This design comes from an exercise in tuning for small area, a short achievable clock period and few clock cycles on the open sky130 flow, not from production work.
Only simulation tests tie the RTL to the original design; equivalence was not proved.
Power figures rest on the tool's default switching activity, not on a simulated workload.

<file path="run.sh">
#!/bin/bash
# synth_recipe.tcl (not shown) runs the flow's synth.tcl, then flattens the netlist and writes it again
# the make line also repeats each setting of config.mk as NAME=value (left out here)
make -C /OpenROAD-flow-scripts/flow DESIGN_CONFIG=/design/flow/config.mk WORK_HOME=/design/flow/orfs CLKGATE_MAP_FILE= SYNTH_SCRIPT=/design/flow/synth_recipe.tcl finish
</file>
<file path="config.mk">
export PLATFORM = sky130hd
export DESIGN_NAME = processor_pool_task_scheduler
export DESIGN_NICKNAME = processor_pool_task_scheduler
export VERILOG_FILES = /design/flow/design.v
export SDC_FILE = /design/flow/constraint.sdc
export NUM_CORES = 4
export LEC_CHECK = 0
export CAP_MARGIN = 20
export CORE_MARGIN = 2
export CORE_UTILIZATION = 40
export SLEW_MARGIN = 20
</file>
<file path="constraint.sdc">
create_clock -name core_clock -period 8.0 [get_ports {clk_i}]
set_input_delay 1.6000 -clock core_clock [delete_from_list [all_inputs] [get_ports {clk_i}]]
set_output_delay 1.6000 -clock core_clock [all_outputs]
set_load 0.01 [all_outputs]
</file>
<file path="design.v">
package ppts_pkg;
  localparam int unsigned NEED_W     = 7;
  localparam int unsigned DUR_W      = 5;
  localparam int unsigned PRIO_W     = 2;
  localparam int unsigned CNT_W      = 32;
  localparam logic [DUR_W-1:0]  MaxDuration = 5'd20;
  localparam logic [PRIO_W-1:0] PrioBlock   = 2'd3;
  typedef enum logic [1:0] {
    STATUS_QUEUED  = 2'd0,
    STATUS_REFUSED = 2'd1,
    STATUS_INVALID = 2'd2,
    STATUS_TICK    = 2'd3
  } status_e;
  typedef enum logic {
    OP_TICK   = 1'b0,
    OP_SUBMIT = 1'b1
  } op_e;
  typedef struct packed {
    logic              operation;
    logic [NEED_W-1:0] task_processors;
    logic [DUR_W-1:0]  task_duration;
  } req_t;
  typedef struct packed {
    logic [1:0]        status;
    logic [6:0]        free_processors;
    logic [4:0]        queue_length;
    logic [6:0]        running_count;
    logic [4:0]        started_now;
    logic [6:0]        finished_now;
    logic [CNT_W-1:0]  tick_total;
    logic [CNT_W-1:0]  idle_total;
    logic [CNT_W-1:0]  completed_total;
    logic [CNT_W-1:0]  refusal_total;
  } res_t;
  typedef struct packed {
    logic [NEED_W-1:0] need;
    logic [DUR_W-1:0]  dur;
    logic [PRIO_W-1:0] prio;
  } wait_t;
  typedef struct packed {
    logic [NEED_W-1:0] need;
    logic [CNT_W-1:0]  due;
  } run_t;
endpackage
import ppts_pkg::*;
module processor_pool_task_scheduler #(
  parameter int unsigned QUEUE_DEPTH    = 16,
  parameter int unsigned RUN_SLOTS      = 64,
  parameter int unsigned MAX_PROCESSORS = 64
) (
  input  logic              clk_i,
  input  logic              rst_ni,
  input  logic              start,
  output logic              busy,
  input  logic [12:0]       req_i,
  output logic              result_valid_o,
  output logic [160:0]      result_o,
  input  logic              cfg_valid_i,
  output logic              cfg_ready_o,
  input  logic [6:0]        cfg_data_i
);
  localparam int unsigned QW   = $clog2(QUEUE_DEPTH);
  localparam int unsigned QCW  = $clog2(QUEUE_DEPTH + 1);
  localparam int unsigned SW   = $clog2(RUN_SLOTS);
  localparam int unsigned RCW  = $clog2(RUN_SLOTS + 1);
  localparam int unsigned BW0  = $clog2(RUN_SLOTS * MAX_PROCESSORS + 1);
  localparam int unsigned BW   = (BW0 > NEED_W) ? BW0 : NEED_W;
  typedef enum logic [5:0] {
    ST_IDLE = 6'b000001,
    ST_REL  = 6'b000010,
    ST_QRD  = 6'b000100,
    ST_QEV  = 6'b001000,
    ST_SEEK = 6'b010000,
    ST_FIN  = 6'b100000
  } state_e;
  state_e state_q;
  logic [NEED_W-1:0]    total_q, free_q;
  logic [QCW-1:0]       count_q;
  logic [RUN_SLOTS-1:0] valid_q;
  logic [RCW-1:0]       running_q;
  logic [BW-1:0]        busy_sum_q;
  logic [CNT_W-1:0]     tick_q, idle_q, done_q, refused_q;
  logic [RCW-1:0]       rel_cnt_q;
  logic [QCW-1:0]       rd_idx_q, wr_idx_q;
  logic [SW-1:0]        ptr_q;
  logic                 blocked_q;
  ppts_pkg::wait_t                ent_q;
  logic [4:0]           started_q;
  logic [6:0]           finished_q;
  ppts_pkg::res_t                 res_q;
  logic                 res_vld_q;
  logic [NEED_W+DUR_W+PRIO_W-1:0] q_mem [0:QUEUE_DEPTH-1];
  logic [NEED_W+CNT_W-1:0]        r_mem [0:RUN_SLOTS-1];
  ppts_pkg::wait_t                q_rdata, q_wdata;
  ppts_pkg::run_t                 r_rdata, r_wdata;
  logic                 q_we, r_we;
  logic [QW-1:0]        q_waddr, q_raddr;
  logic [SW-1:0]        r_waddr, r_raddr;
  always_ff @(posedge clk_i) begin
    if (q_we) begin
      q_mem[q_waddr] <= q_wdata;
    end
    q_rdata <= q_mem[q_raddr];
  end
  always_ff @(posedge clk_i) begin
    if (r_we) begin
      r_mem[r_waddr] <= r_wdata;
    end
    r_rdata <= r_mem[r_raddr];
  end
  ppts_pkg::req_t req;
  assign req = ppts_pkg::req_t'(req_i);
  logic accept, sub_bad, sub_full, sub_ok;
  assign busy        = (state_q != ST_IDLE);
  assign cfg_ready_o = (state_q == ST_IDLE);
  assign accept      = start && !busy;
  assign sub_bad  = (req.task_processors > total_q) || (req.task_duration > MaxDuration);
  assign sub_full = (count_q == QCW'(QUEUE_DEPTH));
  assign sub_ok   = accept && (req.operation == OP_SUBMIT) && !sub_bad && !sub_full;
  logic [SW-1:0]   chk_idx;
  logic            rel_hit, rel_end;
  logic [NEED_W:0] rel_sum;
  logic [NEED_W-1:0] rel_free;
  assign chk_idx  = SW'(rel_cnt_q - RCW'(1));
  assign rel_hit  = (rel_cnt_q != '0) && valid_q[chk_idx] && (r_rdata.due == tick_q);
  assign rel_end  = (rel_cnt_q == RCW'(RUN_SLOTS));
  assign rel_sum  = {1'b0, free_q} + {1'b0, r_rdata.need};
  assign rel_free = (rel_sum > {1'b0, total_q}) ? total_q : rel_sum[NEED_W-1:0];
  logic fits, last_ent;
  ppts_pkg::wait_t keep_ent;
  assign fits     = (q_rdata.need <= free_q) && (running_q != RCW'(RUN_SLOTS));
  assign last_ent = ((rd_idx_q + QCW'(1)) == count_q);
  always_comb begin
    keep_ent = q_rdata;
    if (!blocked_q && (q_rdata.prio < PrioBlock)) begin
      keep_ent.prio = q_rdata.prio + PRIO_W'(1);
    end
  end
  logic [DUR_W-1:0] run_dur;
  assign run_dur = (ent_q.dur == '0) ? DUR_W'(1) : ent_q.dur;
  logic [NEED_W-1:0] cfg_tot, cfg_free;
  always_comb begin
    cfg_tot = cfg_data_i;
    if (cfg_data_i == '0) begin
      cfg_tot = NEED_W'(1);
    end else if (32'(cfg_data_i) > MAX_PROCESSORS) begin
      cfg_tot = NEED_W'(MAX_PROCESSORS);
    end
    cfg_free = (BW'(cfg_tot) > busy_sum_q) ? NEED_W'(BW'(cfg_tot) - busy_sum_q) : '0;
  end
  always_comb begin
    q_we    = 1'b0;
    q_waddr = QW'(count_q);
    q_wdata.need = req.task_processors;
    q_wdata.dur  = req.task_duration;
    q_wdata.prio = '0;
    q_raddr = QW'(rd_idx_q);
    r_we    = 1'b0;
    r_waddr = ptr_q;
    r_wdata.need = ent_q.need;
    r_wdata.due  = tick_q + CNT_W'(run_dur);
    r_raddr = (rel_cnt_q < RCW'(RUN_SLOTS)) ? SW'(rel_cnt_q) : '0;
    case (state_q)
      ST_IDLE: begin
        q_we = sub_ok;
      end
      ST_QEV: begin
        if (blocked_q || !fits) begin
          q_we    = 1'b1;
          q_waddr = QW'(wr_idx_q);
          q_wdata = keep_ent;
        end
      end
      ST_SEEK: begin
        r_we = !valid_q[ptr_q];
      end
      default: ;
    endcase
  end
  always_ff @(posedge clk_i or negedge rst_ni) begin
    if (!rst_ni) begin
      state_q    <= ST_IDLE;
      total_q    <= NEED_W'(16);
      free_q     <= NEED_W'(16);
      count_q    <= '0;
      valid_q    <= '0;
      running_q  <= '0;
      busy_sum_q <= '0;
      tick_q     <= '0;
      idle_q     <= '0;
      done_q     <= '0;
      refused_q  <= '0;
      rel_cnt_q  <= '0;
      rd_idx_q   <= '0;
      wr_idx_q   <= '0;
      ptr_q      <= '0;
      blocked_q  <= 1'b0;
      ent_q      <= '0;
      started_q  <= '0;
      finished_q <= '0;
      res_q      <= '0;
      res_vld_q  <= 1'b0;
    end else begin
      res_vld_q <= 1'b0;
      case (state_q)
        ST_IDLE: begin
          if (cfg_valid_i) begin
            total_q <= cfg_tot;
            free_q  <= cfg_free;
          end
          if (accept) begin
            if (req.operation == OP_SUBMIT) begin
              res_vld_q             <= 1'b1;
              res_q.free_processors <= free_q;
              res_q.running_count   <= 7'(running_q);
              res_q.started_now     <= '0;
              res_q.finished_now    <= '0;
              res_q.tick_total      <= tick_q;
              res_q.idle_total      <= idle_q;
              res_q.completed_total <= done_q;
              if (sub_bad) begin
                res_q.status        <= STATUS_INVALID;
                res_q.queue_length  <= 5'(count_q);
                res_q.refusal_total <= refused_q;
              end else if (sub_full) begin
                res_q.status        <= STATUS_REFUSED;
                res_q.queue_length  <= 5'(count_q);
                refused_q           <= refused_q + CNT_W'(1);
                res_q.refusal_total <= refused_q + CNT_W'(1);
              end else begin
                res_q.status        <= STATUS_QUEUED;
                count_q             <= count_q + QCW'(1);
                res_q.queue_length  <= 5'(count_q + QCW'(1));
                res_q.refusal_total <= refused_q;
              end
            end else begin
              state_q    <= ST_REL;
              rel_cnt_q  <= '0;
              started_q  <= '0;
              finished_q <= '0;
            end
          end
        end
        ST_REL: begin
          if (rel_hit) begin
            valid_q[chk_idx] <= 1'b0;
            free_q           <= rel_free;
            busy_sum_q       <= busy_sum_q - BW'(r_rdata.need);
            running_q        <= running_q - RCW'(1);
            done_q           <= done_q + CNT_W'(1);
            finished_q       <= finished_q + 7'd1;
          end
          rel_cnt_q <= rel_cnt_q + RCW'(1);
          if (rel_end) begin
            rd_idx_q  <= '0;
            wr_idx_q  <= '0;
            ptr_q     <= '0;
            blocked_q <= 1'b0;
            state_q   <= (count_q == '0) ? ST_FIN : ST_QRD;
          end
        end
        ST_QRD: begin
          state_q <= ST_QEV;
        end
        ST_QEV: begin
          ent_q <= q_rdata;
          if (!blocked_q && fits) begin
            state_q <= ST_SEEK;
          end else begin
            if (!blocked_q && (q_rdata.prio >= PrioBlock)) begin
              blocked_q <= 1'b1;
            end
            wr_idx_q <= wr_idx_q + QCW'(1);
            rd_idx_q <= rd_idx_q + QCW'(1);
            if (last_ent) begin
              count_q <= wr_idx_q + QCW'(1);
              state_q <= ST_FIN;
            end else begin
              state_q <= ST_QRD;
            end
          end
        end
        ST_SEEK: begin
          if (!valid_q[ptr_q]) begin
            valid_q[ptr_q] <= 1'b1;
            free_q         <= free_q - ent_q.need;
            busy_sum_q     <= busy_sum_q + BW'(ent_q.need);
            running_q      <= running_q + RCW'(1);
            started_q      <= started_q + 5'd1;
            rd_idx_q       <= rd_idx_q + QCW'(1);
            if (last_ent) begin
              count_q <= wr_idx_q;
              state_q <= ST_FIN;
            end else begin
              state_q <= ST_QRD;
            end
          end else begin
            ptr_q <= ptr_q + SW'(1);
          end
        end
        ST_FIN: begin
          res_vld_q             <= 1'b1;
          res_q.status          <= STATUS_TICK;
          res_q.free_processors <= free_q;
          res_q.queue_length    <= 5'(count_q);
          res_q.running_count   <= 7'(running_q);
          res_q.started_now     <= started_q;
          res_q.finished_now    <= finished_q;
          res_q.tick_total      <= tick_q + CNT_W'(1);
          res_q.idle_total      <= (running_q == '0) ? idle_q + CNT_W'(1) : idle_q;
          res_q.completed_total <= done_q;
          res_q.refusal_total   <= refused_q;
          tick_q                <= tick_q + CNT_W'(1);
          if (running_q == '0) begin
            idle_q <= idle_q + CNT_W'(1);
          end
          state_q <= ST_IDLE;
        end
        default: state_q <= ST_IDLE;
      endcase
    end
  end
  assign result_valid_o = res_vld_q;
  assign result_o       = res_q;
endmodule
</file>
==> summary.txt <==
[worst reg2reg max path, stage by stage, from the launching register on]
cell,delay (ns)
dfrtp_1,0.94
clkinv_1,0.58
mux4_2,0.48
a21oi_1,0.07
a211oi_1,0.37
nand4_1,0.92
or4_1,1.30
nor2_4,0.89
buf_4,0.42
[sequential cells by signal, indices dropped and copies added, names as in the netlist, 12 cells and up]
signal,count
busy_sum_q,13
done_q,32
ent_q,12
idle_q,32
q_mem,224
q_rdata,14
r_mem,2496
r_rdata,39
refused_q,32
res_q,161
tick_q,32
valid_q,64
[per-layer routing]
layer	global-route usage (%)	wire length, um
met4	7.359	13060
met1	30.10	149400
met2	34.58	172300
met5	0	13
met3	3.392	28890
[area by class of cell]
cell class | count | area (um^2)
antenna | 4 | 10.01
tap | 4305 | 5386
timing repair buffer | 413 | 3759
multi-input combinational | 4092 | 34080
fill | 27370 | 173100
sequential | 3220 | 93970
clock inverter | 171 | 1852
inverter | 85 | 322.8
clock buffer | 428 | 8980
[metrics by stage]
step                instance area, um^2  total power [uW]
finish                           148400             41190
global route                     148300             42520
CTS                              148300             41450
detailed placement               137500             25990
global placement                 137400             25890
floorplan                        129400             23470
[cells by family after synthesis]
logic type               Yosys count  share of synthesized area, %
XOR/XNOR                         252                         1.712
multiplexers                     832                         10.47
buffers and inverters            588                         1.790
AND/OR/NAND/NOR                 1523                         5.400
flip-flops                      3220                         72.61
AO/OA/AOI/OAI                   1393                         7.095
adder cells (fa/ha/maj)           92                        0.9246
[cell usage after synthesis (all sizes together) (9+ instances only)]
library cell / count / area, um^2
buf: 113 / 530.5
edfxtp: 2720 / 81680
xor2: 129 / 1137
nor2b: 20 / 125.1
or2: 9 / 56.30
xnor2: 123 / 1077
a21o: 21 / 157.7
o211ai: 9 / 67.56
nand2b: 19 / 118.9
a31oi: 110 / 688.2
o21ai: 134 / 670.6
ha: 86 / 1076
mux2: 83 / 934.6
dfxtp: 53 / 1061
nor3b: 16 / 130.1
o22a: 11 / 96.34
mux2i: 340 / 3403
dfrtp: 444 / 11110
nor2: 276 / 1039
nor4: 30 / 212.7
inv: 84 / 315.3
clkbuf: 390 / 1466
a211oi: 353 / 2650
and2: 23 / 143.9
o21bai: 11 / 93.84
nand2: 639 / 2401
a21oi: 252 / 1261
o31ai: 9 / 67.56
nand3: 97 / 485.5
mux4: 409 / 9211
o21a: 15 / 112.6
or4: 16 / 120.1
and3: 52 / 325.3
a22oi: 10 / 75.07
or3: 26 / 162.7
nand4: 55 / 344.1
nor3: 218 / 1091
o22ai: 320 / 2002
a311oi: 79 / 698.2
[layout by cell type (no fill, tap or decap), drive strengths merged, types with 10 or more instances in the layout]
master         instances
mux2i                340
a21oi                252
nand3                 97
and2                  23
nand4                 55
o21ai                134
inv                  100
xor2                 129
clkinv               119
dfrtp                444
or4                   16
mux4                 409
xnor2                123
o22ai                320
dfxtp                 53
bufinv                34
and3                  52
clkbuf               428
nor4                  30
a311oi                79
nor3b                 16
buf                  227
edfxtp              2720
clkdlybuf4s50        186
a211oi               353
or3                   26
o21bai                11
nor2                 276
o22a                  11
ha                    86
mux2                  83
a21o                  21
o21a                  15
nor2b                 20
nand2                639
nor3                 218
nand2b                19
a22oi                 10
a31oi                110
[how the worst min path moves through the flow]
stage / from / to / depth (start not counted) / slack, ns
after floorplan: q_rdata[4] / ent_q[4] / 2 / 0.41
after global routing: res_q[41] / res_q[41] / 2 / 0.49
final: res_q[38] / res_q[38] / 2 / 0.47
after detailed placement: res_q[38] / res_q[38] / 2 / 0.46
after global placement: busy_sum_q[12] / busy_sum_q[12] / 1 / 0.45
after CTS: res_q[38] / res_q[38] / 2 / 0.47
[report_power, final]
part           switching (uW)  internal [uW]
combinational            4020           2250
sequential                542          18800
clock                    6500           9050
==> summary.txt <==
* Static Leak at 0.04698 uW
* DRC Markers at 0
* Area Growth Syn to Fin at 14.67%
* R2R depth at 8
* CP max stage delay at 1.29 ns
* Reg2reg setup slack at about 1.7 ns
* CTS tree: done
* TritonRoute pass-1 iters at 6
* PortBufs at ~190
* Global-route wire length before repair at between 500 and 600 mm
* Layout cells sized above 1 at around 16%
* Die W at between 500 and 600 um
* Initial core utilization at between 40% and 50%
* Worst vdd ir at slightly above 0.0002 V
* Synth Register Bits at 3220
* Clk buf depth at 4
* Worst r2r src: ptr_q[1]
* Post-CTS setup repair buffer count at 0
* Fin Setup TNS at 0 ns
* GR Util All Layers at a little over a fifth
* Final Critical Period at roughly 6.3 ns
* Drt via density at just under 6
* Die area at approximately 330000 um^2
* Non-Filler Instances at ~13000
* Hpwl dp at 223.3 mm
* Startpoint Class: flip-flop
* Stages on the worst setup path at 8
* Top delay family on crit path: simple AND/OR/NAND/NOR gates
* Worst-Margin Slew at 1.179 ns
* Worst-path maximum fanout at 26
* Initial antenna violation count at 18
* Endpoint class of the critical path: flip-flop
* CTS Root Cell: clkbuf_16
* Setup crit start: ptr_q[1]
* Final wirelength at roughly 360 mm
* Worst path slowest cell: or4_1
* Post-CTS Resized at 0
* Vias in the first global route at ~74000
* Largest net degree at the start of global routing at between 150 and 200
* CTS sink cnt at between 3000 and 4000
* Ys flop type: edfxtp_1
* Fin Hold WS at 0.4696 ns
* Post-synth EDFFs at around 2700
* RePlAce Congestion at around 0.90
* Max-slew violations at 0
* Final net count at 8259
* PD cells at about 280 nW/um^2
* Status: timing/DRC/antenna clean
* WP data required at about 8.6 ns
* Relative slew margins at around a fifth
* Core area at approximately 320000 um^2
* Post-synthesis async set-or-reset flop share at around 14%
* Worst-Skew Late Latency at about 0.94 ns
* Post-synthesis sequential area ratio at slightly above 70%
* Height of the die at 572.7 um
* H-tree depth at 5
* GRT overflow at 0
* Syn Inst Count at between 7000 and 8000
* Final setup vio count at 0
* CP cell instances: clkinv_1 > mux4_2 > a21oi_1 > a211oi_1 > nand4_1 > or4_1 > nor2_4 > buf_4
* DR iter-0 viols at between 8000 and 9000
* Yosys cell types at 88
* Num ports at around 190
* Vias at approximately 75000
* Hold Fails Final Rpt at 0
* Max Cap Viol at 0
* Ys Warns at 1
* Placed Cells at 12110
* Antenna-violating nets left at 0
* # rows at 208
* Maximum clock frequency at roughly 160 MHz
* Avg Inst Size Synth at approximately 16 um^2
* Cts bufs inserted at 331
* CTS Hold Bufs at 0
* DR WL/cell at approximately 29 um
* Clock slew at reported path FFs at 0.06 ns
* Worst Setup EP: r_mem[59][18]
* WS Path Type: reg -> reg
* R2R Path End: r_mem[59][18]
* Worst slack, placed at between 1.5 and 2 ns
* Period utilization at about four fifths
* Area of the mapped netlist at roughly 130000 um^2
* WP data arrival at just under 7 ns
* Crit path buffers/inverters at 2
* Layout Skew at about 0.085 ns
* Hold Path Class: reg -> reg
* Unrepaired setup endpoints after global routing: false
* Setup ws final at roughly 1.7 ns
* Final core occ at between 40% and 50%
* Syn_nets at between 8000 and 9000
Testbench counts, summed over its fixed seeds: cycles 169,777.

-- separate check: timing with driven ports --
Ports are ideal in the flow. The routed layout listed here was re-timed in OpenROAD.
Step 1: set_driving_cell puts a clkbuf_16 on clk_i and a buf_2 on each other input, an assumption about the parent block.
Step 2 adds t to the input delays and takes it off the output delays; t is the mean of the earliest and latest rising clock arrival at the registers after step 1. Input paths then give back, and output paths get back, about the clock's delay inside the block.
a / b / c = ideal / step 1 / step 2; a / b = the first two.
t (ns): 0.988
setup slack, ns: 1.700 / 1.700 / 1.700
hold WS [ns]: 0.470 / 0.470 / 0.470
clock arrival spread, ns: 0.085 / 0.085
worst data-port slew with drivers (ns): 0.13
After both steps this run still meets setup and hold. The setup slack of this run moves by 0.000 ns with the drivers and by 0.000 ns with both steps.
